This design comes from an exercise in tuning for small area, a short achievable clock period and few clock cycles on the open sky130 flow, not from production work.
In this exercise RTL edits were held to simulation tests only and were not proved equivalent to the original.
Power and IR drop assume default switching activity.

==> run.sh <==
#!/bin/bash
# synth_recipe.tcl (not shown) runs the flow's synth.tcl, then flattens the netlist and writes it again
# the make line also repeats each setting of config.mk as NAME=value (left out here)
make -C /OpenROAD-flow-scripts/flow DESIGN_CONFIG=/design/flow/config.mk WORK_HOME=/design/flow/orfs CLKGATE_MAP_FILE= SYNTH_SCRIPT=/design/flow/synth_recipe.tcl finish
==> config.mk <==
export PLATFORM = sky130hd
export DESIGN_NAME = instr_parser_top
export DESIGN_NICKNAME = instr_parser_top
export VERILOG_FILES = /design/flow/design.v
export SDC_FILE = /design/flow/constraint.sdc
export NUM_CORES = 4
export LEC_CHECK = 0
export CAP_MARGIN = 20
export CORE_MARGIN = 2
export CORE_UTILIZATION = 55
export PLACE_DENSITY = 0.7
export SETUP_SLACK_MARGIN = 2.0
export SLEW_MARGIN = 20
==> constraint.sdc <==
create_clock -name core_clock -period 5.5 [get_ports {clk}]
set_input_delay 1.1000 -clock core_clock [delete_from_list [all_inputs] [get_ports {clk}]]
set_output_delay 1.1000 -clock core_clock [all_outputs]
set_load 0.01 [all_outputs]
==> design.v <==
`timescale 1ns/1ps
package cmd_pkg;
    localparam int byte_w    = 8;
    localparam int word_w    = 16;
    localparam int ram_depth = 256;
    localparam int ram_aw    = 8;
    localparam logic [byte_w-1:0] op_disable   = 8'd0;
    localparam logic [byte_w-1:0] op_enable    = 8'd1;
    localparam logic [byte_w-1:0] op_write_reg = 8'd2;
    localparam logic [byte_w-1:0] op_read_reg  = 8'd3;
    localparam logic [byte_w-1:0] op_write_ram = 8'd6;
    localparam logic [byte_w-1:0] op_read_ram  = 8'd7;
    localparam logic [byte_w-1:0] reg_sum  = 8'd0;
    localparam logic [byte_w-1:0] reg_num1 = 8'd1;
    localparam logic [byte_w-1:0] reg_num2 = 8'd2;
    localparam logic [byte_w-1:0] reg_num3 = 8'd3;
    localparam logic [byte_w-1:0] reg_en   = 8'd4;
endpackage
`timescale 1ns/1ps
module word_ram (
    input  logic                        clk,
    input  logic                        we,
    input  logic [cmd_pkg::ram_aw-1:0]  waddr,
    input  logic [cmd_pkg::word_w-1:0]  wdata,
    input  logic [15:0]                 rlo,
    input  logic [15:0]                 rhi,
    input  logic                        rok,
    output logic [cmd_pkg::word_w-1:0]  rdata
);
    localparam int depth = cmd_pkg::ram_depth;
    localparam int ww    = cmd_pkg::word_w;
    logic [ww-1:0] mem [depth];
    logic [15:0]   hsel;
    always_ff @(posedge clk) begin
        if (we)
            mem[waddr] <= wdata;
    end
    assign hsel = rhi & {16{rok}};
    always_comb begin
        rdata = '0;
        for (int j = 0; j < depth; j++)
            rdata = rdata | (mem[j] & {ww{rlo[j % 16] && hsel[j / 16]}});
    end
endmodule
`timescale 1ns/1ps
module instr_parser_top (
    input  logic                        clk,
    input  logic                        rst_n,
    input  logic                        rx_valid,
    input  logic [cmd_pkg::byte_w-1:0]  rx_data,
    output logic                        rx_ready,
    output logic                        tx_valid,
    output logic [cmd_pkg::byte_w-1:0]  tx_data,
    input  logic                        tx_ready,
    input  logic [cmd_pkg::word_w-1:0]  sum,
    output logic [cmd_pkg::word_w-1:0]  num1,
    output logic [cmd_pkg::word_w-1:0]  num2,
    output logic [cmd_pkg::word_w-1:0]  num3,
    output logic                        en
);
    localparam logic [3:0] S_OP  = 4'd0;
    localparam logic [3:0] S_RA  = 4'd1;
    localparam logic [3:0] S_RDL = 4'd2;
    localparam logic [3:0] S_RDH = 4'd3;
    localparam logic [3:0] S_AL  = 4'd4;
    localparam logic [3:0] S_AH  = 4'd5;
    localparam logic [3:0] S_CL  = 4'd6;
    localparam logic [3:0] S_CH  = 4'd7;
    localparam logic [3:0] S_WDL = 4'd8;
    localparam logic [3:0] S_WDH = 4'd9;
    localparam int QD = 4;
    localparam int QW = 2;
    logic [3:0]  st, st_d;
    logic        wr_q;           
    logic [7:0]  ra_q;           
    logic [15:0] addr_q;         
    logic [15:0] cnt_q;          
    logic [7:0]  dl_q;           
    logic        rx_fire;
    logic [15:0] blk_cnt;        
    logic [15:0] blk_end;        
    logic        wb_v;           
    logic        wb_we;          
    logic [15:0] wb_data;
    logic        wb_conf;
    logic        conf_q;
    logic        wb_go;
    logic [QD-1:0] q_v, q_ram, q_smp;
    logic [15:0]   q_a [QD];
    logic [15:0]   q_e [QD];
    logic [QW-1:0] q_wp, q_rp;
    logic [QD-1:0] q_conf;
    logic          q_full_d;
    logic          s_v, s_ram, s_smp;
    logic [15:0]   s_a, s_e;
    logic          s_take_reg, s_take_ram;
    logic          push_reg, push_ram;
    logic [15:0]   reg_rd;
    logic [15:0] ra, re, ra_inc, ra_d;
    logic        r_smp;
    logic        rc_nz;
    logic [15:0] ra_lo1h, ra_hi1h;
    logic        ra_ok;
    logic        pv, hi_v;
    logic [15:0] pw;
    logic        tx_free, emit_lo, emit_hi, pw_free, rd_word;
    logic [15:0] ram_rdata;
    assign rx_fire = rx_valid && rx_ready;
    assign blk_cnt = {rx_data, cnt_q[7:0]};
    assign blk_end = addr_q + blk_cnt;
    always_comb begin
        st_d = st;
        if (rx_fire) begin
            case (st)
                S_OP: begin
                    case (rx_data)
                        cmd_pkg::op_write_reg, cmd_pkg::op_read_reg:  st_d = S_RA;
                        cmd_pkg::op_write_ram, cmd_pkg::op_read_ram:  st_d = S_AL;
                        default:                                      st_d = S_OP;
                    endcase
                end
                S_RA:  st_d = wr_q ? S_RDL : S_OP;
                S_RDL: st_d = S_RDH;
                S_RDH: st_d = S_OP;
                S_AL:  st_d = S_AH;
                S_AH:  st_d = S_CL;
                S_CL:  st_d = S_CH;
                S_CH:  st_d = (wr_q && blk_cnt != 16'd0) ? S_WDL : S_OP;
                S_WDL: st_d = S_WDH;
                S_WDH: st_d = (cnt_q == 16'd1) ? S_OP : S_WDL;
                default: st_d = S_OP;
            endcase
        end
    end
    always_comb begin
        case (rx_data)
            cmd_pkg::reg_sum:  reg_rd = sum;
            cmd_pkg::reg_num1: reg_rd = num1;
            cmd_pkg::reg_num2: reg_rd = num2;
            cmd_pkg::reg_num3: reg_rd = num3;
            cmd_pkg::reg_en:   reg_rd = {15'b0, en};
            default:           reg_rd = '0;
        endcase
    end
    assign push_reg = rx_fire && st == S_RA && !wr_q;
    assign push_ram = rx_fire && st == S_CH && !wr_q && blk_cnt != 16'd0;
    always_ff @(posedge clk or negedge rst_n) begin
        if (!rst_n) begin
            st   <= S_OP;
            num1 <= '0;
            num2 <= '0;
            num3 <= '0;
            en   <= 1'b0;
        end else begin
            st <= st_d;
            if (rx_fire && st == S_OP) begin
                if (rx_data == cmd_pkg::op_disable) en <= 1'b0;
                if (rx_data == cmd_pkg::op_enable)  en <= 1'b1;
            end
            if (rx_fire && st == S_RDH) begin
                if (ra_q == cmd_pkg::reg_num1) num1 <= {rx_data, dl_q};
                if (ra_q == cmd_pkg::reg_num2) num2 <= {rx_data, dl_q};
                if (ra_q == cmd_pkg::reg_num3) num3 <= {rx_data, dl_q};
            end
        end
    end
    always_ff @(posedge clk) begin
        if (rx_fire) begin
            case (st)
                S_OP:  wr_q <= (rx_data == cmd_pkg::op_write_reg) || (rx_data == cmd_pkg::op_write_ram);
                S_RA:  ra_q <= rx_data;
                S_CL:  cnt_q[7:0] <= rx_data;
                S_CH:  cnt_q[15:8] <= rx_data;
                S_RDL, S_WDL: dl_q <= rx_data;
                S_WDH: cnt_q <= cnt_q - 16'd1;
                default: ;
            endcase
        end
        if (rx_fire && st == S_AL)
            addr_q[7:0] <= rx_data;
        else if (rx_fire && st == S_AH)
            addr_q[15:8] <= rx_data;
        else if (wb_go)
            addr_q <= addr_q + 16'd1;
    end
    function automatic logic blk_conf(input logic [7:0] w, input logic smp,
                                      input logic [8:0] a, input logic [8:0] e);
        blk_conf = !smp || (({1'b0, w} >= a) && ({1'b0, w} < e));
    endfunction
    always_comb begin
        for (int i = 0; i < QD; i++)
            q_conf[i] = q_v[i] && q_ram[i] && blk_conf(addr_q[7:0], q_smp[i], q_a[i][8:0], q_e[i][8:0]);
    end
    assign wb_conf = (addr_q[15:8] == 8'd0)
                  && ((rc_nz && blk_conf(addr_q[7:0], r_smp, ra[8:0], re[8:0])) || (|q_conf));
    assign wb_go   = wb_v && !conf_q;
    always_ff @(posedge clk or negedge rst_n) begin
        if (!rst_n) begin
            wb_v   <= 1'b0;
            wb_we  <= 1'b0;
            conf_q <= 1'b0;
        end else begin
            conf_q <= wb_conf;
            if (rx_fire && st == S_WDH) begin
                wb_v  <= 1'b1;
                wb_we <= addr_q[15:8] == 8'd0;
            end else if (wb_go) begin
                wb_v  <= 1'b0;
                wb_we <= 1'b0;
            end
        end
    end
    always_ff @(posedge clk) begin
        if (rx_fire && st == S_WDH)
            wb_data <= {rx_data, dl_q};
    end
    word_ram u_ram (
        .clk   (clk),
        .we    (wb_we && !conf_q),
        .waddr (addr_q[7:0]),
        .wdata (wb_data),
        .rlo   (ra_lo1h),
        .rhi   (ra_hi1h),
        .rok   (ra_ok),
        .rdata (ram_rdata)
    );
    logic wb_v_d, rx_ready_d;
    always_comb begin
        logic [QD-1:0] v;
        v = q_v;
        if (s_take_reg || s_take_ram) v[q_rp] = 1'b0;
        if (push_reg || push_ram) v[q_wp] = 1'b1;
        q_full_d = &v;
    end
    assign wb_v_d = wb_v && conf_q;
    always_comb begin
        rx_ready_d = 1'b1;
        if (st_d == S_WDH && wb_v_d)
            rx_ready_d = 1'b0;
        if ((st_d == S_CH || st_d == S_RA) && q_full_d)
            rx_ready_d = 1'b0;
        if ((st_d == S_CH || st_d == S_AL) && wb_v_d)
            rx_ready_d = 1'b0;
    end
    always_ff @(posedge clk or negedge rst_n) begin
        if (!rst_n)
            rx_ready <= 1'b0;
        else
            rx_ready <= rx_ready_d;
    end
    assign s_v        = q_v[q_rp];
    assign s_ram      = q_ram[q_rp];
    assign s_smp      = q_smp[q_rp];
    assign s_a        = q_a[q_rp];
    assign s_e        = q_e[q_rp];
    assign tx_free    = !tx_valid || tx_ready;
    assign emit_lo    = tx_free && pv && !hi_v;
    assign emit_hi    = tx_free && pv && hi_v;
    assign pw_free    = !pv || emit_hi;
    assign rd_word    = pw_free && rc_nz;
    assign s_take_reg = pw_free && !rc_nz && s_v && !s_ram;
    assign s_take_ram = !rc_nz && s_v && s_ram;
    assign ra_inc     = ra + 16'd1;
    assign ra_d       = s_take_ram ? s_a : rd_word ? ra_inc : ra;
    always_ff @(posedge clk or negedge rst_n) begin
        if (!rst_n) begin
            q_v      <= '0;
            q_wp     <= '0;
            q_rp     <= '0;
            rc_nz    <= 1'b0;
            pv       <= 1'b0;
            hi_v     <= 1'b0;
            tx_valid <= 1'b0;
        end else begin
            if (s_take_reg || s_take_ram) begin
                q_v[q_rp] <= 1'b0;
                q_rp <= q_rp + 1'b1;
            end
            if (push_reg || push_ram) begin
                q_v[q_wp] <= 1'b1;
                q_wp <= q_wp + 1'b1;
            end
            if (s_take_ram)
                rc_nz <= 1'b1;
            else if (rd_word)
                rc_nz <= ra_inc != re;
            if (rd_word || s_take_reg) begin
                pv   <= 1'b1;
                hi_v <= 1'b0;
            end else if (emit_hi) begin
                pv   <= 1'b0;
                hi_v <= 1'b0;
            end else if (emit_lo) begin
                hi_v <= 1'b1;
            end
            if (tx_free)
                tx_valid <= pv;
        end
    end
    always_ff @(posedge clk) begin
        if (push_reg) begin
            q_ram[q_wp] <= 1'b0;
            q_a[q_wp]   <= reg_rd;
        end else if (push_ram) begin
            q_ram[q_wp] <= 1'b1;
            q_smp[q_wp] <= addr_q[15:8] == 8'd0 && rx_data == 8'd0;
            q_a[q_wp]   <= addr_q;
            q_e[q_wp]   <= blk_end;
        end
        if (s_take_ram) begin
            re    <= s_e;
            r_smp <= s_smp;
        end
        ra      <= ra_d;
        ra_lo1h <= 16'd1 << ra_d[3:0];
        ra_hi1h <= 16'd1 << ra_d[7:4];
        ra_ok   <= ra_d[15:8] == 8'd0;
        if (rd_word)
            pw <= ram_rdata;
        else if (s_take_reg)
            pw <= s_a;
        if (tx_free)
            tx_data <= hi_v ? pw[15:8] : pw[7:0];
    end
endmodule
==> results of run 1 <==
[kinds of logic after synthesis]
group | after synthesis | synth area share, %
flip-flops | 4456 | 79.9
AO/OA/AOI/OAI | 2369 | 11.4
AND/OR/NAND/NOR | 1482 | 4.61
buffers and inverters | 750 | 1.74
multiplexers | 126 | 1.07
adder cells (fa/ha/maj) | 106 | 0.801
XOR/XNOR | 85 | 0.447
[power by group through the flow]
stage	combinational, mW	clock [mW]	sequential (mW)
after floorplan	0.291	0	38.6
after detailed placement	1.44	0	38.2
after CTS	1.44	30.5	37.5
after global placement	1.40	0	38.2
[Yosys cell counts (6+ instances only)]
| cell type | n | area, um^2 |
|---|---|---|
| edfxtp_1 | 4338 | 130000 |
| a22oi_1 | 689 | 5170 |
| a221oi_1 | 655 | 5740 |
| clkbuf_1 | 603 | 2260 |
| a22o_1 | 543 | 4760 |
| nor2_1 | 400 | 1500 |
| and3_1 | 272 | 1700 |
| nand4_1 | 256 | 1600 |
| nand2_1 | 203 | 762 |
| o21ai_0 | 115 | 576 |
| nand3_1 | 112 | 561 |
| ha_1 | 105 | 1310 |
| inv_1 | 104 | 390 |
| a21oi_1 | 90 | 450 |
| dfrtp_1 | 69 | 1730 |
| a222oi_1 | 65 | 651 |
| nor4_1 | 64 | 400 |
| mux2_2 | 59 | 664 |
| nor3_1 | 53 | 265 |
| xnor2_1 | 52 | 455 |
| o22ai_1 | 51 | 319 |
| dfxtp_1 | 49 | 981 |
| o2bb2ai_1 | 36 | 315 |
| mux4_2 | 35 | 788 |
| or4_1 | 33 | 248 |
| xor2_1 | 33 | 289 |
| mux2i_1 | 32 | 320 |
| nand2b_1 | 25 | 156 |
| buf_1 | 24 | 90.1 |
| a211oi_1 | 16 | 120 |
| a31oi_1 | 15 | 93.8 |
| a21o_1 | 14 | 105 |
| and2_1 | 12 | 75.1 |
| a41oi_1 | 10 | 87.6 |
| buf_6 | 10 | 113 |
| nor2b_1 | 10 | 62.6 |
| buf_2 | 8 | 40.0 |
| o2111ai_1 | 8 | 70.1 |
| o31ai_1 | 8 | 60.1 |
| or2_2 | 7 | 43.8 |
| or3_1 | 7 | 43.8 |
| a221o_1 | 6 | 60.1 |
| a221oi_2 | 6 | 90.1 |
| and4_1 | 6 | 52.6 |
[timing repair]
item	in CTS
resized for setup	379
hold buffers	0
setup endpoints to repair	838
setup buffers	53
pin swaps	74
[metal layers]
layer	GRT overflow	track usage (%)
met4	624	83.2
met1	341	89.9
met2	801	94.1
met5	33	72.7
met3	291	84.3
[through the flow]
stage	hold WS (ns)	cell area [um^2]	total power [mW]	instances	utilization, %
after floorplan	0.457	166000	38.8	9374	-
after global placement	0.476	181000	39.6	13900	60.4
after detailed placement	0.495	182000	39.6	14000	60.6
after CTS	0.254	199000	69.4	14800	66.2
[worst min path at each step]
stage                     startpoint          to  slack (ns)  depth (start not counted)
after CTS                      rst_n    num2[10]        0.25                          1
after detailed placement     dl_q[5]  wb_data[5]        0.49                          0
after global placement       dl_q[3]  wb_data[3]        0.48                          0
after floorplan              dl_q[0]  wb_data[0]        0.46                          0
==> metrics.md, run 1 <==
| Metric | Value |
|---|---|
| Result of the run | `stopped before the end` |
| Stopped at | `global routing (5_1_grt)` |
| Stop err | `[ERROR GRT-0116] Global routing finished with congestion. Check the congestion regions in the DRC Viewer.` |
| GRT Util Overall | `88.4%` |
| HPWL Detailed | `819000 um` |
| # IOs | `87` |
| Final GP Congestion | `1.42` |
| Pin count of the biggest net entering global routing | `172` |
| Die H | `554 um` |
| Sequential element share of the synthesized area | `79.9%` |
| First-pass GRT wire length | `1760000 um` |
| Synthesized cell area | `0.166 mm^2` |
| CTS Buf Count | `444` |
| Clock sink count | `4456` |
| H-tree depth | `5` |
| Ys Warns | `2` |
| Port bufs | `86` |
| Syn nets | `9508` |
| Seq cells post-synth | `4456` |
| Ys async rst share | `1.55%` |
| Die width | `554 um` |
| Pre-CTS setup slack | `-0.0607 ns` |
| Row count | `201` |
| Root Buffer | `clkbuf_16` |
| Syn Area/Cell | `17.8 um^2` |
| GRT overflow | `2090` |
| Longest Clk Path Bufs | `4` |
| Synthesized instance count | `9374` |
| Ys flop type | `edfxtp_1` |
| Cell variety after synth | `75` |
| Number of synthesized flops with an enable pin | `4338` |
| Vias in the first global route | `147000` |
| Initial Utilization | `55.4%` |
Testbench counts, summed over its fixed seeds: cycles 35,324.
==> run 2: changes to the inputs <==
--- a/design.v
+++ b/design.v
@@ -27,3 +27,3 @@
     input  logic                        rok,
-    output logic [cmd_pkg::word_w-1:0]  rdata
+    output logic [8*cmd_pkg::word_w-1:0] rpart
 );
@@ -39,5 +39,6 @@
     always_comb begin
-        rdata = '0;
+        rpart = '0;
         for (int j = 0; j < depth; j++)
-            rdata = rdata | (mem[j] & {ww{rlo[j % 16] && hsel[j / 16]}});
+            rpart[(j / 32) * ww +: ww] = rpart[(j / 32) * ww +: ww]
+                                       | (mem[j] & {ww{rlo[j % 16] && hsel[j / 16]}});
     end
@@ -106,3 +107,5 @@
     logic        tx_free, emit_lo, emit_hi, pw_free, rd_word;
-    logic [15:0] ram_rdata;
+    logic [127:0] ram_rpart;
+    logic [127:0] part;          
+    logic        p1v, pw_load;
     assign rx_fire = rx_valid && rx_ready;
@@ -224,3 +227,3 @@
         .rok   (ra_ok),
-        .rdata (ram_rdata)
+        .rpart (ram_rpart)
     );
@@ -259,4 +262,5 @@
     assign pw_free    = !pv || emit_hi;
-    assign rd_word    = pw_free && rc_nz;
-    assign s_take_reg = pw_free && !rc_nz && s_v && !s_ram;
+    assign pw_load    = pw_free && p1v;
+    assign rd_word    = (!p1v || pw_load) && rc_nz;
+    assign s_take_reg = pw_free && !p1v && !rc_nz && s_v && !s_ram;
     assign s_take_ram = !rc_nz && s_v && s_ram;
@@ -270,2 +274,3 @@
             rc_nz    <= 1'b0;
+            p1v      <= 1'b0;
             pv       <= 1'b0;
@@ -286,3 +291,7 @@
                 rc_nz <= ra_inc != re;
-            if (rd_word || s_take_reg) begin
+            if (rd_word)
+                p1v <= 1'b1;
+            else if (pw_load)
+                p1v <= 1'b0;
+            if (pw_load || s_take_reg) begin
                 pv   <= 1'b1;
@@ -318,3 +327,6 @@
         if (rd_word)
-            pw <= ram_rdata;
+            part <= ram_rpart;
+        if (pw_load)
+            pw <= part[15:0] | part[31:16] | part[47:32] | part[63:48]
+                | part[79:64] | part[95:80] | part[111:96] | part[127:112];
         else if (s_take_reg)
--- a/config.mk
+++ b/config.mk
@@ -9,5 +9,5 @@
 export CORE_MARGIN = 2
-export CORE_UTILIZATION = 55
-export PLACE_DENSITY = 0.7
-export SETUP_SLACK_MARGIN = 2.0
+export CORE_UTILIZATION = 45
+export PLACE_DENSITY = 0.6
+export SETUP_SLACK_MARGIN = 2.5
 export SLEW_MARGIN = 20
==> run 2 against run 1 <==
Synthesized cell count rose by 1.3%. Area after synthesis rose by 2.0%. The run now finishes clean.
==> metrics.md, run 2 <==
| Metric | Value |
|---|---|
| Result of the run | `finished clean (was stopped before the end)` |
| Largest register FFs | `4096` |
| Syn nets | `9632 (was 9508)` |
| Synthesized cell area | `0.170 mm^2 (was 0.166 mm^2)` |
| Pwr Density | `370 mW/mm^2` |
| Die H | `618 um (was 554 um)` |
| Die width | `618 um (was 554 um)` |
| First-pass GRT wire length | `813000 um` |
| R2R Setup Slk | `2.35 ns` |
| # IOs | `87 (unchanged)` |
| Pre-CTS setup slack | `1.33 ns (was -0.0607 ns)` |
| Vias in the first global route | `98600` |
| Via count | `105000` |
| Clock transition at path regs | `0.06 ns` |
| CP bufs+invs | `1` |
| Fin crit share | `57.2%` |
| Reg2reg start | `ra_lo1h[11]` |
| Met1 GRT Util | `41.9%` |
| Post-Route WL | `600000 um` |
| GR Util met3 | `8.06%` |
| Worst-margin pin slew | `1.28 ns` |
| WL/cell | `38.9 um` |
| Setup ws final | `2.35 ns` |
| P_leak | `64.3 nW` |
| Top cell type's share of synthesized area | `79.0% (was 78.3%)` |
| Ys flop type | `edfxtp_1 (unchanged)` |
| Syn Area/Cell | `17.9 um^2 (was 17.8 um^2)` |
| Number of synthesized flops with an enable pin | `4466 (was 4338)` |
| R2r endpoint | `part[2]` |
| Root Buffer | `clkbuf_16 (unchanged)` |
| Worst path max stage delay | `0.53 ns` |
| Cell family with most CP delay | `simple AND/OR/NAND/NOR gates` |
| CP max-delay cell | `or3_1` |
| DR vias/cell | `6.79` |
| Crit path cell chain | `buf_4, and3_2, a22o_1, a221oi_1, nand4_1, or3_1` |
| First-pass iteration count of the detailed router | `7` |
| Biggest regs | `u_ram.mem x4096, part x128` |
| Worst VDD drop | `0.400 mV` |
| Startpoint types | `flip-flop` |
| Max Fanout on Critical Path | `16` |
| Register name with the most flops | `u_ram.mem` |
| Ys async rst share | `1.53% (was 1.55%)` |
| Most frequent cell after synthesis | `edfxtp_1 (unchanged)` |
| Clock sink count | `4585 (was 4456)` |
| DRC | `0` |
| Post-synth top cells | `edfxtp_1 (4466), a22oi_1 (1258), clkbuf_1 (635), a22o_1 (413), a221oi_1 (396) (was edfxtp_1 (4338), a22oi_1 (689), a221oi_1 (655), clkbuf_1 (603), a22o_1 (543))` |
| Worst Setup Path Type | `reg -> reg` |
| Share of layout cells above drive strength 1 | `19.2%` |
| Row count | `225 (was 201)` |
| Seq cells post-synth | `4585 (was 4456)` |
| Cell variety after synth | `77 (was 75)` |
| Commonest non-fill, non-tap cell in the layout | `edfxtp_1` |
| GRT Util Overall | `30.6%` |
| WP data arrival | `3.86 ns` |
| Sequential element share of the synthesized area | `80.6% (was 79.9%)` |
| Slew Viols, Final | `0` |
| Ys Warns | `2 (unchanged)` |
| Fin. Hold Viols | `0` |
| Min Tclk post-route | `3.15 ns` |
| Met2 usage | `46.7%` |
| # setup viols final | `0` |
| CP endpoint kind | `flip-flop` |
| Antenna violations before repair | `40` |
| Die Area | `0.382 mm^2` |
| Initial Utilization | `45.2% (was 55.4%)` |
| Synth top area cells | `edfxtp_1 (79%), a22oi_1 (5.6%), a22o_1 (2.1%) (was edfxtp_1 (78%), a221oi_1 (3.4%), a22oi_1 (3.1%))` |
| H-tree depth | `5 (unchanged)` |
| RSZ-0062 raised after global routing | `true` |
| HPWL Detailed | `352000 um (was 819000 um)` |
| Fin util | `52.5%` |
| Most frequent cells in the layout | `edfxtp_1 (4466), a22oi_1 (1257), buf_4 (594)` |
| CTS tree | `done` |
| Clock Latency Late Sink | `1.01 ns` |
| DR iter-0 viols | `18400` |
| Area leader, netlist | `edfxtp_1 (unchanged)` |
| Core area | `0.376 mm^2` |
| Final GP Congestion | `0.915 (was 1.42)` |
| Worst R2R Path Depth | `6` |
| Fmax | `318 MHz` |
| Placed Instances | `14500 (was 14000)` |
| Synthesized instance count | `9498 (was 9374)` |
| Pin count of the biggest net entering global routing | `192` |
| Port bufs | `86 (unchanged)` |
| Final layout net count | `10200` |
| Worst Hold Class | `in -> async` |
| Critical Path RT | `6.21 ns` |
| CTS Buf Count | `443 (was 444)` |
| Final hold slack | `0.272 ns` |
| Antenna Nets Post-Route | `0` |
| Post-CTS Hold Buffers | `0 (unchanged)` |
| Worst-case clock skew | `0.0633 ns` |
| Longest Clk Path Bufs | `4 (unchanged)` |
| GRT overflow | `0` |
| Most Used Layer, Global Route | `met2` |
| Layout Cells excl Fill | `15400` |
| Setup TNS | `0 ns` |
| Layout fillers | `29700` |
| Area growth from synthesis to layout | `16.0%` |
| Max-cap violations | `0` |
| Rel. slew slack | `14.9%` |
run 2: cell count changes after synthesis, sizes merged, moves of 32 or more:
cell / change
o2bb2ai: -34
clkbuf: +33
nand3: +145
or3: +41
a22oi: +569
edfxtp: +128
a22o: -130
o21ai: -64
a222oi: -65
o22ai: -32
nand2: -106
or4: +55
nor2: -35
a221oi: -265
run 2: through the flow:
stage          area [um^2]  power, mW
2_1_floorplan       170000       41.0
3_3_place_gp        180000       43.0
3_5_place_dp        180000       43.0
4_1_cts             196000       72.7
5_1_grt             197000       74.3
6_report            197000       72.9
run 2: power breakdown:
| part | leakage, nW | internal (mW) | switching, mW | total [mW] |
|---|---|---|---|---|
| Combinational | 15.7 | 0.760 | 2.30 | 3.06 |
| Clock | 6.99 | 16.9 | 13.3 | 30.3 |
| Sequential | 41.6 | 38.6 | 0.960 | 39.6 |
run 2: worst max-delay path by stage:
stage / startpoint / to / slack (ns) / depth (start not counted)
floorplan: wb_data[0] / u_ram.mem[0][0] / 1.45 / 0
global placement: rx_valid / rx_ready / 1.21 / 9
detailed placement: rx_valid / rx_ready / 1.33 / 9
CTS: ra_ok / part[126] / 2.47 / 8
global route: ra_ok / part[125] / 2.45 / 8
finish: ra_lo1h[11] / part[2] / 2.35 / 6
run 2: what timing repair did:
action                      CTS  global route
gates resized for setup     392           107
pin swaps                    53            26
setup endpoints to repair  3350           389
gates cloned                  2             1
setup buffers                70            16
run 2: kinds of logic (layout without fill, tap and decap cells):
logic type | after synthesis | count (layout) | share of synthesized area, %
AOI/OAI and AO/OA | 2311 | 2311 | 10.6
xor gates and xnor gates | 80 | 80 | 0.413
adders and majority gates | 106 | 106 | 0.786
buffers and inverters | 760 | 1667 | 1.70
DFF | 4585 | 4585 | 80.6
muxes | 124 | 124 | 1.03
other | 0 | 35 | 0
and+or+nand+nor | 1532 | 1532 | 4.87
run 2: layout make-up:
type | count | area (um^2) | area share [%]
tap | 4994 | 6250 | 3.17
inverter | 102 | 395 | 0.201
multi-input combinational | 4153 | 32500 | 16.5
antenna | 35 | 87.6 | 0.0445
timing repair buffer | 754 | 6590 | 3.35
clock buffer | 542 | 11700 | 5.94
sequential | 4585 | 137000 | 69.5
clock inverter | 269 | 2590 | 1.32
run 2: layer usage:
metal	routed length, um	share of wire [%]
met5	148	0.025
met2	269000	45
met4	28300	4.7
met3	83400	14
met1	219000	36
Testbench counts of run 2, summed over its fixed seeds: cycles 35,364.
==> run 3: changes to the inputs <==
--- a/config.mk
+++ b/config.mk
@@ -10,4 +10,6 @@
 export CORE_UTILIZATION = 45
+export CTS_CLUSTER_DIAMETER = 100
+export CTS_CLUSTER_SIZE = 25
 export PLACE_DENSITY = 0.6
-export SETUP_SLACK_MARGIN = 2.5
+export SETUP_SLACK_MARGIN = 3.0
 export SLEW_MARGIN = 20
==> run 3 against run 2 <==
Register-to-register slack improved by 0.26 ns. Now fails the layout checks on slew limit. Area after synthesis did not move. Sequential power rose by 1%.
==> metrics.md, run 3 <==
| Metric | Value |
|---|---|
| Longest Clk Path Bufs | `4 (unchanged)` |
| Pin count of the biggest net entering global routing | `185 (was 192)` |
| Reg power frac | `65.2% (was 54.3%)` |
| Seq cells post-synth | `4585 (unchanged)` |
| Switching power | `14.4 mW (was 16.6 mW)` |
| Final layout net count | `10800 (was 10200)` |
| Crit path cell chain | `buf_2 (was buf_4, and3_2, a22o_1, a221oi_1, nand4_1, or3_1)` |
| Synth top area cells | `edfxtp_1 (79%), a22oi_1 (5.6%), a22o_1 (2.1%) (unchanged)` |
| Max Fanout on Critical Path | `1 (was 16)` |
| Register name with the most flops | `u_ram.mem (unchanged)` |
| CTS tree | `done (unchanged)` |
| Slew Viols, Final | `68 (was 0)` |
| Initial Utilization | `45.2% (unchanged)` |
| Area growth from synthesis to layout | `22.0% (was 16.0%)` |
| Top cell type's share of synthesized area | `79.0% (unchanged)` |
| Ys flop type | `edfxtp_1 (unchanged)` |
| Die Area | `0.382 mm^2 (unchanged)` |
| Root Buffer | `clkbuf_16 (unchanged)` |
| GR Util met3 | `8.36% (was 8.06%)` |
| Fin. Hold Viols | `0 (unchanged)` |
| Share of layout cells above drive strength 1 | `30.9% (was 19.2%)` |
| Sw frac | `23.5% (was 22.8%)` |
| Core area | `0.376 mm^2 (unchanged)` |
| Post-CTS Hold Buffers | `0 (unchanged)` |
| DR vias/cell | `6.87 (was 6.79)` |
| HPWL Detailed | `355000 um (was 352000 um)` |
| GRT overflow | `0 (unchanged)` |
| Most Used Layer, Global Route | `met2 (unchanged)` |
| Layout Check Fails | `slew limit` |
| Clock sink count | `4585 (unchanged)` |
| Power share of the combinational group | `5.6% (was 4.2%)` |
| Most frequent cells in the layout | `edfxtp_1 (4466), a22oi_1 (1172), buf_4 (896) (was edfxtp_1 (4466), a22oi_1 (1257), buf_4 (594))` |
| Worst Hold Class | `in -> async (unchanged)` |
| Setup TNS | `0 ns (unchanged)` |
| Worst VDD drop | `0.340 mV (was 0.400 mV)` |
| Syn nets | `9632 (unchanged)` |
| Ys async rst share | `1.53% (unchanged)` |
| DR iter-0 viols | `20500 (was 18400)` |
| RSZ-0062 raised after global routing | `true (unchanged)` |
| CP max-delay cell | `edfxtp_1 (was or3_1)` |
| Synthesized instance count | `9498 (unchanged)` |
| Worst path max stage delay | `0.63 ns (was 0.53 ns)` |
| Max-cap violations | `0 (unchanged)` |
| Cell family with most CP delay | `flip-flops (was simple AND/OR/NAND/NOR gates)` |
| Cell variety after synth | `77 (unchanged)` |
| Number of synthesized flops with an enable pin | `4466 (unchanged)` |
| P_int | `46.9 mW (was 56.3 mW)` |
| Commonest non-fill, non-tap cell in the layout | `edfxtp_1 (unchanged)` |
| Via count | `108000 (was 105000)` |
| Post-Route WL | `639000 um (was 600000 um)` |
| Sequential element share of the synthesized area | `80.6% (unchanged)` |
| H-tree depth | `4 (was 5)` |
| Rel. slew slack | `-7.39% (was 14.9%)` |
| Die H | `618 um (unchanged)` |
| Fin area | `0.207 mm^2 (was 0.197 mm^2)` |
| WP data arrival | `1.80 ns (was 3.86 ns)` |
| Row count | `225 (unchanged)` |
| Worst-margin pin slew | `1.61 ns (was 1.28 ns)` |
| Placed cell area | `0.180 mm^2 (about the same)` |
| Clock transition at path regs | `0.10 ns (was 0.06 ns)` |
| Min Tclk post-route | `2.90 ns (was 3.15 ns)` |
| Met2 usage | `47.9% (was 46.7%)` |
| CP bufs+invs | `1 (unchanged)` |
| Worst-case clock skew | `0.0656 ns (was 0.0633 ns)` |
| Pwr Density | `296 mW/mm^2 (was 370 mW/mm^2)` |
| Final GP Congestion | `0.929 (was 0.915)` |
| WL/cell | `40.5 um (was 38.9 um)` |
| Area leader, netlist | `edfxtp_1 (unchanged)` |
| # IOs | `87 (unchanged)` |
| Met1 GRT Util | `42.1% (was 41.9%)` |
| DRC | `0 (unchanged)` |
| Fmax | `345 MHz (was 318 MHz)` |
| Startpoint types | `flip-flop (unchanged)` |
| Result of the run | `finished with violations (was finished clean)` |
| Ys Warns | `2 (unchanged)` |
| Syn Area/Cell | `17.9 um^2 (unchanged)` |
| Antenna violations before repair | `37 (was 40)` |
| Die width | `618 um (unchanged)` |
| Worst Setup Path Type | `reg -> out (was reg -> reg)` |
| CTS Buf Count | `208 (was 443)` |
| Fin crit share | `52.8% (was 57.2%)` |
| Post-synth top cells | `edfxtp_1 (4466), a22oi_1 (1258), clkbuf_1 (635), a22o_1 (413), a221oi_1 (396) (unchanged)` |
| Clock Latency Late Sink | `1.01 ns (about the same)` |
| Layout fillers | `28400 (was 29700)` |
| P_leak | `67.5 nW (was 64.3 nW)` |
| Port bufs | `86 (unchanged)` |
| Vias in the first global route | `98900 (was 98600)` |
| Critical Path RT | `4.40 ns (was 6.21 ns)` |
| CP endpoint kind | `output port (was flip-flop)` |
| Antenna Nets Post-Route | `0 (unchanged)` |
| Synthesized cell area | `0.170 mm^2 (unchanged)` |
| Power Total | `61.3 mW (was 72.9 mW)` |
| Biggest regs | `u_ram.mem x4096, part x128 (unchanged)` |
| First-pass iteration count of the detailed router | `7 (unchanged)` |
| GRT Util Overall | `31.3% (was 30.6%)` |
| First-pass GRT wire length | `826000 um (was 813000 um)` |
| # setup viols final | `0 (unchanged)` |
| Most frequent cell after synthesis | `edfxtp_1 (unchanged)` |
| Largest register FFs | `4096 (unchanged)` |
| Clock power frac | `29.1% (was 41.5%)` |
run 3: routing by layer:
layer	vias up	share of wire [%]	wire, um
li1	41700	-	-
met1	55600	35	225000
met2	9539	45	284000
met3	1626	15	93000
met4	24	5.7	36400
met5	-	0.040	253
run 3: area by class of cell:
| type | count | area [um^2] | area share, % |
|---|---|---|---|
| Inverter | 102 | 423 | 0.204 |
| Clock buffer | 249 | 5490 | 2.65 |
| Timing Repair inverter | 1 | 8.76 | 0.00423 |
| Sequential cell | 4585 | 137000 | 66.1 |
| Clock inverter | 14 | 188 | 0.0906 |
| Timing Repair Buffer | 1629 | 19000 | 9.19 |
| Tap cell | 4994 | 6250 | 3.02 |
| Multi-Input combinational cell | 4178 | 38800 | 18.7 |
| Antenna cell | 40 | 100 | 0.0483 |
run 3: kinds of logic after synthesis:
group,synth area share [%]
XOR/XNOR,0.413
adder cells (fa/ha/maj),0.786
AND/OR/NAND/NOR,4.87
buffers and inverters,1.70
flip-flops,80.6
AO/OA/AOI/OAI,10.6
multiplexers,1.03
run 3: final timing paths:
path / from / to / slack (ns) / cells after the start
max: tx_data[0] / tx_data[0] / 2.60 / 1
max reg2reg: ra_ok / part[48] / 2.61 / 8
max in group asynchronous: rst_n / q_rp[0] / 4.49 / 1
min reg2reg: wb_we / wb_we / 0.55 / 2
min in group core_clock: wb_we / wb_we / 0.55 / 2
min: rst_n / num2[8] / 0.30 / 1
run 3: timing repair:
item                                    4_1_cts  5_1_grt
endpoints found under the setup margin     4720     2130
pin swaps                                   399      482
setup buffers                               510      513
resized for setup                          1252      959
cloned                                       14       68
run 3: power groups by stage:
stage	combinational [mW]	sequential (mW)	clock, mW
after global placement	2.55	40.6	0
after CTS	3.05	39.8	17.8
after detailed placement	2.59	40.6	0
after global routing	3.55	40.0	18.9
final	3.45	40.0	17.9
after floorplan	1.54	39.6	0
run 3: stage by stage:
step	hold slack, ns	utilization [%]	setup WS, ns	std cells
2_1_floorplan	0.459	-	1.45	9498
3_3_place_gp	0.502	48.0	1.11	14400
3_5_place_dp	0.511	48.1	1.12	14400
4_1_cts	0.286	52.4	2.62	15200
5_1_grt	0.351	55.1	2.59	15800
6_report	0.300	55.2	2.60	15800
==> run 4: changes to the inputs <==
--- a/config.mk
+++ b/config.mk
@@ -7,3 +7,3 @@
 export LEC_CHECK = 0
-export CAP_MARGIN = 20
+export CAP_MARGIN = 10
 export CORE_MARGIN = 2
@@ -14,2 +14,2 @@
 export SETUP_SLACK_MARGIN = 3.0
-export SLEW_MARGIN = 20
+export SLEW_MARGIN = 10
==> run 4 against run 3 <==
The layout still fails its checks (slew limit). Area after synthesis unchanged. Final cell count rose by 0.69%. Clock skew shrank 0.017 ns. Combinational power is 2% lower. Routed wire length up 0.84%. Setup slack improved by 0.019 ns. Power down 0.32%. Sequential cell count is the same. First-iteration DRC count rose by 0.43%. Design area up 0.86%. Largest cell class unchanged. Highest routed layer unchanged.
==> metrics.md, run 4 <==
| Metric | Value |
|---|---|
| Most frequent cells in the layout | `edfxtp_1 (4466), a22oi_1 (1136), buf_4 (977) (was edfxtp_1 (4466), a22oi_1 (1172), buf_4 (896))` |
| # setup viols final | `0 (unchanged)` |
| DR iter-0 viols | `20600 (was 20500)` |
| Number of synthesized flops with an enable pin | `4466 (unchanged)` |
| Setup TNS | `0 ns (unchanged)` |
| Final GP Congestion | `0.929 (unchanged)` |
| Core area | `0.376 mm^2 (unchanged)` |
| Result of the run | `finished with violations (unchanged)` |
| Clock power frac | `29.0% (was 29.1%)` |
| Syn nets | `9632 (unchanged)` |
| Pwr Density | `293 mW/mm^2 (was 296 mW/mm^2)` |
| Placed Instances | `14400 (about the same)` |
| Synth top area cells | `edfxtp_1 (79%), a22oi_1 (5.6%), a22o_1 (2.1%) (unchanged)` |
| P_leak | `68.2 nW (was 67.5 nW)` |
| Cell family with most CP delay | `simple AND/OR/NAND/NOR gates (was flip-flops)` |
| Antenna violations before repair | `35 (was 37)` |
| Max-cap violations | `0 (unchanged)` |
| HPWL Detailed | `354000 um (was 355000 um)` |
| GRT Util Overall | `32.5% (was 31.3%)` |
| Biggest regs | `u_ram.mem x4096, part x128 (unchanged)` |
| Mux share of post-synthesis cell area | `1.03% (unchanged)` |
| H-tree depth | `4 (unchanged)` |
| Synth Area in Adders | `0.786% (unchanged)` |
| Synthesized instance count | `9498 (unchanged)` |
| Worst-margin pin slew | `1.67 ns (was 1.61 ns)` |
| Clock transition at path regs | `0.10 ns (about the same)` |
| Ys Warns | `2 (unchanged)` |
| Layout Cells excl Fill | `15900 (was 15800)` |
| Sw frac | `23.5% (about the same)` |
| Syn Area/Cell | `17.9 um^2 (unchanged)` |
| WL/cell | `40.5 um (about the same)` |
| Critical Path RT | `6.24 ns (was 4.40 ns)` |
| Power share of the combinational group | `5.5% (was 5.6%)` |
| Antenna Nets Post-Route | `0 (unchanged)` |
| Simple-gate area share of the yosys netlist | `4.87% (unchanged)` |
| Post-CTS Hold Buffers | `0 (unchanged)` |
| Slew Viols, Final | `133 (was 68)` |
| Combinational family with the most area after synthesis | `compound AO/OA/AOI/OAI gates (unchanged)` |
| Area leader, netlist | `edfxtp_1 (unchanged)` |
| Post-synth top cells | `edfxtp_1 (4466), a22oi_1 (1258), clkbuf_1 (635), a22o_1 (413), a221oi_1 (396) (unchanged)` |
| Die Area | `0.382 mm^2 (unchanged)` |
| CTS Buf Count | `208 (unchanged)` |
| Fin crit share | `52.4% (was 52.8%)` |
| Top cell type's share of synthesized area | `79.0% (unchanged)` |
| Post-Synth XOR/XNOR Area | `0.413% (unchanged)` |
| Top sig layer | `met5 (unchanged)` |
| Sequential element share of the synthesized area | `80.6% (unchanged)` |
| Pin count of the biggest net entering global routing | `185 (unchanged)` |
| P_int | `46.8 mW (was 46.9 mW)` |
| First-pass GRT wire length | `856000 um (was 826000 um)` |
| RSZ-0062 raised after global routing | `true (unchanged)` |
| Worst-case clock skew | `0.0485 ns (was 0.0656 ns)` |
| Switching power | `14.4 mW (about the same)` |
| Longest Clk Path Bufs | `4 (unchanged)` |
| GRT overflow | `0 (unchanged)` |
| Min Tclk post-route | `2.88 ns (was 2.90 ns)` |
| Worst Setup Path Type | `reg -> reg (was reg -> out)` |
| Critical Path Most Common Cell | `buf_12` |
| Seq cells post-synth | `4585 (unchanged)` |
| Fmax | `347 MHz (was 345 MHz)` |
| DR vias/cell | `6.85 (was 6.87)` |
| CP max-delay cell | `or3_4 (was edfxtp_1)` |
| Share of layout cells above drive strength 1 | `32.1% (was 30.9%)` |
| Clock Latency Late Sink | `1.02 ns (was 1.01 ns)` |
| Placed cell area | `0.180 mm^2 (about the same)` |
| Initial Utilization | `45.2% (unchanged)` |
| Layout Check Fails | `slew limit (unchanged)` |
| First-pass iteration count of the detailed router | `8 (was 7)` |
| Vias in the first global route | `102000 (was 98900)` |
| Fin area | `0.209 mm^2 (was 0.207 mm^2)` |
| Met3 wire length | `95600 um (was 93000 um)` |
| Port bufs | `86 (unchanged)` |
| Startpoint types | `flip-flop (unchanged)` |
| Synthesized cell area | `0.170 mm^2 (unchanged)` |
| CP startpoint | `ra_ok (was tx_data[0])` |
| CP endpoint kind | `flip-flop (was output port)` |
| Commonest non-fill, non-tap cell in the layout | `edfxtp_1 (unchanged)` |
| Reg2reg start | `ra_ok (unchanged)` |
| WP data arrival | `3.62 ns (was 1.80 ns)` |
| Area growth from synthesis to layout | `23.1% (was 22.0%)` |
| Worst Hold Class | `in -> async (unchanged)` |
| Final layout net count | `11000 (was 10800)` |
| Post-Route WL | `645000 um (was 639000 um)` |
| Metal-1 WL | `224000 um (was 225000 um)` |
| Root Buffer | `clkbuf_16 (unchanged)` |
| Row count | `225 (unchanged)` |
| Ys async rst share | `1.53% (unchanged)` |
| Die width | `618 um (unchanged)` |
| Most frequent cell after synthesis | `edfxtp_1 (unchanged)` |
| Rel. slew slack | `-11.4% (was -7.39%)` |
| Clock sink count | `4585 (unchanged)` |
| CTS tree | `done (unchanged)` |
| Reg power frac | `65.5% (was 65.2%)` |
| Crit path cell chain | `buf_12, buf_12, buf_16, and3_4, buf_8, a22o_1, a221oi_2, nand4_1, or3_4 (was buf_2)` |
| # IOs | `87 (unchanged)` |
| Fin. Hold Viols | `0 (unchanged)` |
| WL met2 | `287000 um (was 284000 um)` |
| Area fraction in compound gates after synthesis | `10.6% (unchanged)` |
| Cell variety after synth | `77 (unchanged)` |
| Largest register FFs | `4096 (unchanged)` |
| Register name with the most flops | `u_ram.mem (unchanged)` |
| DRC | `0 (unchanged)` |
| Via count | `109000 (was 108000)` |
| Worst path max stage delay | `0.53 ns (was 0.63 ns)` |
| Max Fanout on Critical Path | `7 (was 1)` |
| Worst VDD drop | `0.270 mV (was 0.340 mV)` |
| Ys flop type | `edfxtp_1 (unchanged)` |
| CP bufs+invs | `4 (was 1)` |
| Die H | `618 um (unchanged)` |
## run 4: cell counts after synthesis
No cell type changed its count.
## run 4: path summary, 6_finish.rpt
| path | slack, ns | cells after the start | to |
|---|---|---|---|
| worst max-delay path | 2.62 | 9 | part[98] |
| worst min-delay path | 0.28 | 1 | num2[8] |
| worst max register to register | 2.62 | 9 | part[98] |
| worst min register to register | 0.53 | 1 | tx_valid |
| max in group asynchronous | 4.49 | 1 | hi_v |
| min in group core_clock | 0.44 | 2 | ra_q[4] |
## run 4: worst reg2reg max path: cells and delay by family, from the launching register on
kind / cells / cell delay (ns)
compound gates: 2 / 0.40
buf+inv: 4 / 0.66
flops: 1 / 0.39
simple gates: 3 / 1.23
## run 4: layout make-up
cell class / count / area, um^2
Clock buffer: 247 / 5420
Tap cell: 4994 / 6250
Timing Repair Buffer: 1760 / 20600
Sequential cell: 4585 / 137000
Multi-Input combinational cell: 4168 / 39000
Fill cell: 28100 / 167000
Inverter: 102 / 425
Clock inverter: 16 / 198
Timing Repair inverter: 1 / 8.76
Antenna cell: 28 / 70.1
## run 4: stage by stage
stage               power, mW  utilization (%)  setup slack [ns]  hold WS [ns]
floorplan                41.2                -              1.45         0.459
global placement         43.2             48.0              1.11         0.502
detailed placement       43.2             48.0              1.13         0.514
CTS                      60.7             54.2              2.61         0.273
global route             62.2             55.6              2.63         0.340
finish                   61.1             55.6              2.62         0.278
## run 4: cells by family after synthesis
group / Yosys count
adder cells (fa/ha/maj): 106
XOR/XNOR: 80
buffers and inverters: 760
flip-flops: 4585
multiplexers: 124
AND/OR/NAND/NOR: 1532
AO/OA/AOI/OAI: 2311
## run 4: what timing repair did
action | in CTS | in global routing
cloned | 52 | 18
gates resized for setup | 1912 | 467
buffers inserted | 837 | 322
pin swaps | 630 | 345
hold endpoints to repair | 0 | 0
endpoints found under the setup margin | 4721 | 1692
## run 4: per-layer routing
metal  global-route usage [%]  up-vias
met5                        0        -
met4                     15.5       16
met3                     9.65     1690
met2                     49.4     9616
met1                     43.0    55700
li1                         -    41900
## run 4: power by group through the flow
stage / clock [mW] / sequential, mW / combinational (mW)
after floorplan: 0 / 39.6 / 1.54
final: 17.8 / 40.0 / 3.37
after CTS: 17.7 / 39.9 / 3.05
after global placement: 0 / 40.6 / 2.55
after detailed placement: 0 / 40.6 / 2.58
after global routing: 18.8 / 40.0 / 3.43
==> run 5: changes to the inputs <==
--- a/config.mk
+++ b/config.mk
@@ -7,3 +7,3 @@
 export LEC_CHECK = 0
-export CAP_MARGIN = 10
+export CAP_MARGIN = 20
 export CORE_MARGIN = 2
@@ -11,5 +11,5 @@
 export CTS_CLUSTER_DIAMETER = 100
-export CTS_CLUSTER_SIZE = 25
+export CTS_CLUSTER_SIZE = 20
 export PLACE_DENSITY = 0.6
-export SETUP_SLACK_MARGIN = 3.0
-export SLEW_MARGIN = 10
+export SETUP_SLACK_MARGIN = 2.5
+export SLEW_MARGIN = 20
==> run 5 against run 4 <==
Routed wire length shrank 7.9%. The run now finishes clean. Via count fell by 5.4%. Fmax down 7.1%. Combinational power fell by 9.5%. Largest power group unchanged.
==> metrics.md, run 5 <==
| Metric | Value |
|---|---|
| Root Buffer | `clkbuf_16 (unchanged)` |
| Die H | `618 um (unchanged)` |
| WP data arrival | `3.78 ns (was 3.62 ns)` |
| Ys async rst share | `1.53% (unchanged)` |
| Cell family with most CP delay | `simple AND/OR/NAND/NOR gates (unchanged)` |
| Area growth from synthesis to layout | `11.9% (was 23.1%)` |
| Share of layout cells above drive strength 1 | `16.6% (was 32.1%)` |
| Sequential element share of the synthesized area | `80.6% (unchanged)` |
| CP bufs+invs | `3 (was 4)` |
| Worst Hold Class | `in -> async (unchanged)` |
| First-pass iteration count of the detailed router | `6 (was 8)` |
| Startpoint types | `flip-flop (unchanged)` |
| Worst-margin pin slew | `1.23 ns (was 1.67 ns)` |
| Longest Clk Path Bufs | `4 (unchanged)` |
| Clock Latency Late Sink | `0.97 ns (was 1.02 ns)` |
| Worst path max stage delay | `0.53 ns (about the same)` |
| Top sig layer | `met5 (unchanged)` |
| Commonest non-fill, non-tap cell in the layout | `edfxtp_1 (unchanged)` |
| DRC | `0 (unchanged)` |
| Met3 wire length | `82100 um (was 95600 um)` |
| Die Area | `0.382 mm^2 (unchanged)` |
| Max-cap violations | `0 (unchanged)` |
| Cell variety after synth | `77 (unchanged)` |
| Area leader, netlist | `edfxtp_1 (unchanged)` |
| Crit path cell chain | `clkbuf_4, buf_4, and3_2, buf_4, a22o_1, a221oi_1, nand4_1, or3_1 (was buf_12, buf_12, buf_16, and3_4, buf_8, a22o_1, a221oi_2, nand4_1, or3_4)` |
| Setup TNS | `0 ns (unchanged)` |
| CTS tree | `done (unchanged)` |
| Post-Route WL | `594000 um (was 645000 um)` |
| # setup viols final | `0 (unchanged)` |
| Clock transition at path regs | `0.10 ns (about the same)` |
| Result of the run | `finished clean (was finished with violations)` |
| HPWL Detailed | `352000 um (was 354000 um)` |
| Layout fillers | `30400 (was 28100)` |
| Seq cells post-synth | `4585 (unchanged)` |
| Worst-case clock skew | `0.0662 ns (was 0.0485 ns)` |
| Number of synthesized flops with an enable pin | `4466 (unchanged)` |
| Port bufs | `86 (unchanged)` |
| Worst Setup Path Type | `reg -> reg (unchanged)` |
| Power Total | `62.9 mW (was 61.1 mW)` |
| DR iter-0 viols | `18600 (was 20600)` |
| WL met2 | `267000 um (was 287000 um)` |
| Post-synth top cells | `edfxtp_1 (4466), a22oi_1 (1258), clkbuf_1 (635), a22o_1 (413), a221oi_1 (396) (unchanged)` |
| Layout Cells excl Fill | `15000 (was 15900)` |
| Post-CTS Hold Buffers | `0 (unchanged)` |
| Placed Instances | `14500 (was 14400)` |
| Final hold slack | `0.300 ns (was 0.278 ns)` |
| DR vias/cell | `6.89 (was 6.85)` |
| Row count | `225 (unchanged)` |
| Fin crit share | `56.4% (was 52.4%)` |
| CTS Buf Count | `268 (was 208)` |
| Core area | `0.376 mm^2 (unchanged)` |
| CP max-delay cell | `or3_1 (was or3_4)` |
| Final layout net count | `9998 (was 11000)` |
| Initial Utilization | `45.2% (unchanged)` |
| Fmax | `322 MHz (was 347 MHz)` |
| CP startpoint | `ra_ok (unchanged)` |
| Reg2reg start | `ra_ok (unchanged)` |
| GRT Util Overall | `30.4% (was 32.5%)` |
| H-tree depth | `5 (was 4)` |
| Metal-1 WL | `216000 um (was 224000 um)` |
| Critical Path Most Common Cell | `buf_4 (was buf_12)` |
| Syn Area/Cell | `17.9 um^2 (unchanged)` |
| Synthesized cell area | `0.170 mm^2 (unchanged)` |
| Final GP Congestion | `0.915 (was 0.929)` |
| Slew Viols, Final | `0 (was 133)` |
| RSZ-0062 raised after global routing | `true (unchanged)` |
| Ys Warns | `2 (unchanged)` |
| Via count | `103000 (was 109000)` |
| Most frequent cell after synthesis | `edfxtp_1 (unchanged)` |
| Largest register FFs | `4096 (unchanged)` |
| # IOs | `87 (unchanged)` |
| Most frequent cells in the layout | `edfxtp_1 (4466), a22oi_1 (1258), buf_4 (597) (was edfxtp_1 (4466), a22oi_1 (1136), buf_4 (977))` |
| Antenna Nets Post-Route | `0 (unchanged)` |
| Max Fanout on Critical Path | `11 (was 7)` |
| Register name with the most flops | `u_ram.mem (unchanged)` |
| Synthesized instance count | `9498 (unchanged)` |
| Critical Path RT | `6.18 ns (was 6.24 ns)` |
| Fin. Hold Viols | `0 (unchanged)` |
| Clock sink count | `4585 (unchanged)` |
| Die width | `618 um (unchanged)` |
| GRT overflow | `0 (unchanged)` |
| CP endpoint kind | `flip-flop (unchanged)` |
| Vias in the first global route | `96600 (was 102000)` |
| Worst VDD drop | `0.375 mV (was 0.270 mV)` |
| Fin util | `50.6% (was 55.6%)` |
| Synth top area cells | `edfxtp_1 (79%), a22oi_1 (5.6%), a22o_1 (2.1%) (unchanged)` |
| Top cell type's share of synthesized area | `79.0% (unchanged)` |
| Rel. slew slack | `18.1% (was -11.4%)` |
| Antenna violations before repair | `38 (was 35)` |
| WL/cell | `39.7 um (was 40.5 um)` |
| Syn nets | `9632 (unchanged)` |
| Ys flop type | `edfxtp_1 (unchanged)` |
| Pin count of the biggest net entering global routing | `192 (was 185)` |
| P_leak | `60.9 nW (was 68.2 nW)` |
| First-pass GRT wire length | `806000 um (was 856000 um)` |
| Min Tclk post-route | `3.10 ns (was 2.88 ns)` |
| Biggest regs | `u_ram.mem x4096, part x128 (unchanged)` |
| Pwr Density | `331 mW/mm^2 (was 293 mW/mm^2)` |
## run 5: changes by cell type in the layout (fill, tap and decap cells not counted), sizes merged
cell / change
and3: -13
bufbuf: -4
clkbuf: +54
buf: -1045
nand2: -1
clkinv: +1
dlygate4sd2: +58
dlymetal6s2s: -2
diode: +10
clkdlybuf4s50: +3
inv: +10
nor3: -1
## run 5: repair_timing
| item | 4_1_cts | 5_1_grt |
|---|---|---|
| resized for setup | 385 | 97 |
| endpoints found under the setup margin | 3379 | 654 |
| buffers inserted | 68 | 20 |
| pin swaps | 43 | 20 |
| cloned | 1 | 0 |
## run 5: kinds of logic (layout without fill, tap and decap cells)
family | after synthesis | in the layout | share of synthesized area [%]
multiplexers | 124 | 124 | 1.03
adder cells (fa/ha/maj) | 106 | 106 | 0.786
buffers and inverters | 760 | 1201 | 1.70
AND/OR/NAND/NOR | 1532 | 1532 | 4.87
XOR/XNOR | 80 | 80 | 0.413
flip-flops | 4585 | 4585 | 80.6
AO/OA/AOI/OAI | 2311 | 2311 | 10.6
other | 0 | 38 | 0
## run 5: power breakdown
part / internal (mW) / switching, mW / leakage (nW) / total, mW
Combinational: 0.758 / 2.29 / 15.7 / 3.05
Clock: 9.10 / 11.3 / 3.57 / 20.4
Sequential: 38.6 / 0.952 / 41.6 / 39.5
Total: 48.4 / 14.5 / 60.9 / 62.9
## run 5: final timing paths
check	end	slack (ns)	depth (start not counted)
max	part[96]	2.40	8
min	num1[10]	0.30	1
max reg2reg	part[96]	2.40	8
min reg2reg	num1[1]	0.54	1
max in group asynchronous	q_rp[0]	4.45	1
min in group core_clock	num1[1]	0.54	1
## run 5: metrics by stage
stage / cell area (um^2) / setup slack [ns]
2_1_floorplan: 170000 / 1.45
3_3_place_gp: 180000 / 1.21
3_5_place_dp: 180000 / 1.33
4_1_cts: 189000 / 2.38
5_1_grt: 190000 / 2.44
6_report: 190000 / 2.40
## run 5: layout make-up
cell class	count	area (um^2)	area share [%]
multi-input combinational	4153	32500	17.1
tap	4994	6250	3.29
antenna	38	95.1	0.0501
clock inverter	28	342	0.180
clock buffer	317	6990	3.68
inverter	102	399	0.210
timing repair buffer	754	6570	3.46
sequential	4585	137000	72.0
## run 5: layer usage
metal / up-vias / global-route usage [%]
li1: 39900 / -
met4: 22 / 12.0
met5: - / 0
met3: 1229 / 7.77
met1: 53500 / 41.9
met2: 8410 / 46.3

[re-timing with driven ports]
How much do the figures lean on ideal ports? The routed layouts below were timed once more, with nothing changed but the port constraints. Step 1 (the two cells are an assumption about what drives the block):
set clk [get_ports {clk}]
set_driving_cell -lib_cell sky130_fd_sc_hd__clkbuf_16 $clk
set_driving_cell -lib_cell sky130_fd_sc_hd__buf_2 [delete_from_list [all_inputs] $clk]
Step 2 times the ports against the registers' clock, not the clock port: input delays grow and output delays shrink by t, the midpoint of the rising clock arrivals with the driver on. Slacks: ideal ports / drivers / drivers and shift; pairs: ideal ports / drivers.
run	shift t [ns]	setup WS [ns]	worst setup path at the end	worst register clock-pin slew, ns	pins driven straight from the clock port
run 2	1.099	2.351 / 2.351 / 1.639	input to register	0.07 / 0.07	1
run 3	1.079	2.599 / 2.490 / 1.832	input to register	0.11 / 0.11	1
run 4	1.095	2.617 / 2.531 / 1.940	input to register	0.11 / 0.11	1
run 5	1.053	2.399 / 2.399 / 1.594	input to register	0.10 / 0.10	1
The setup slack of run 5, which loses most, moves by 0.000 ns with the drivers and by -0.805 ns with both steps.
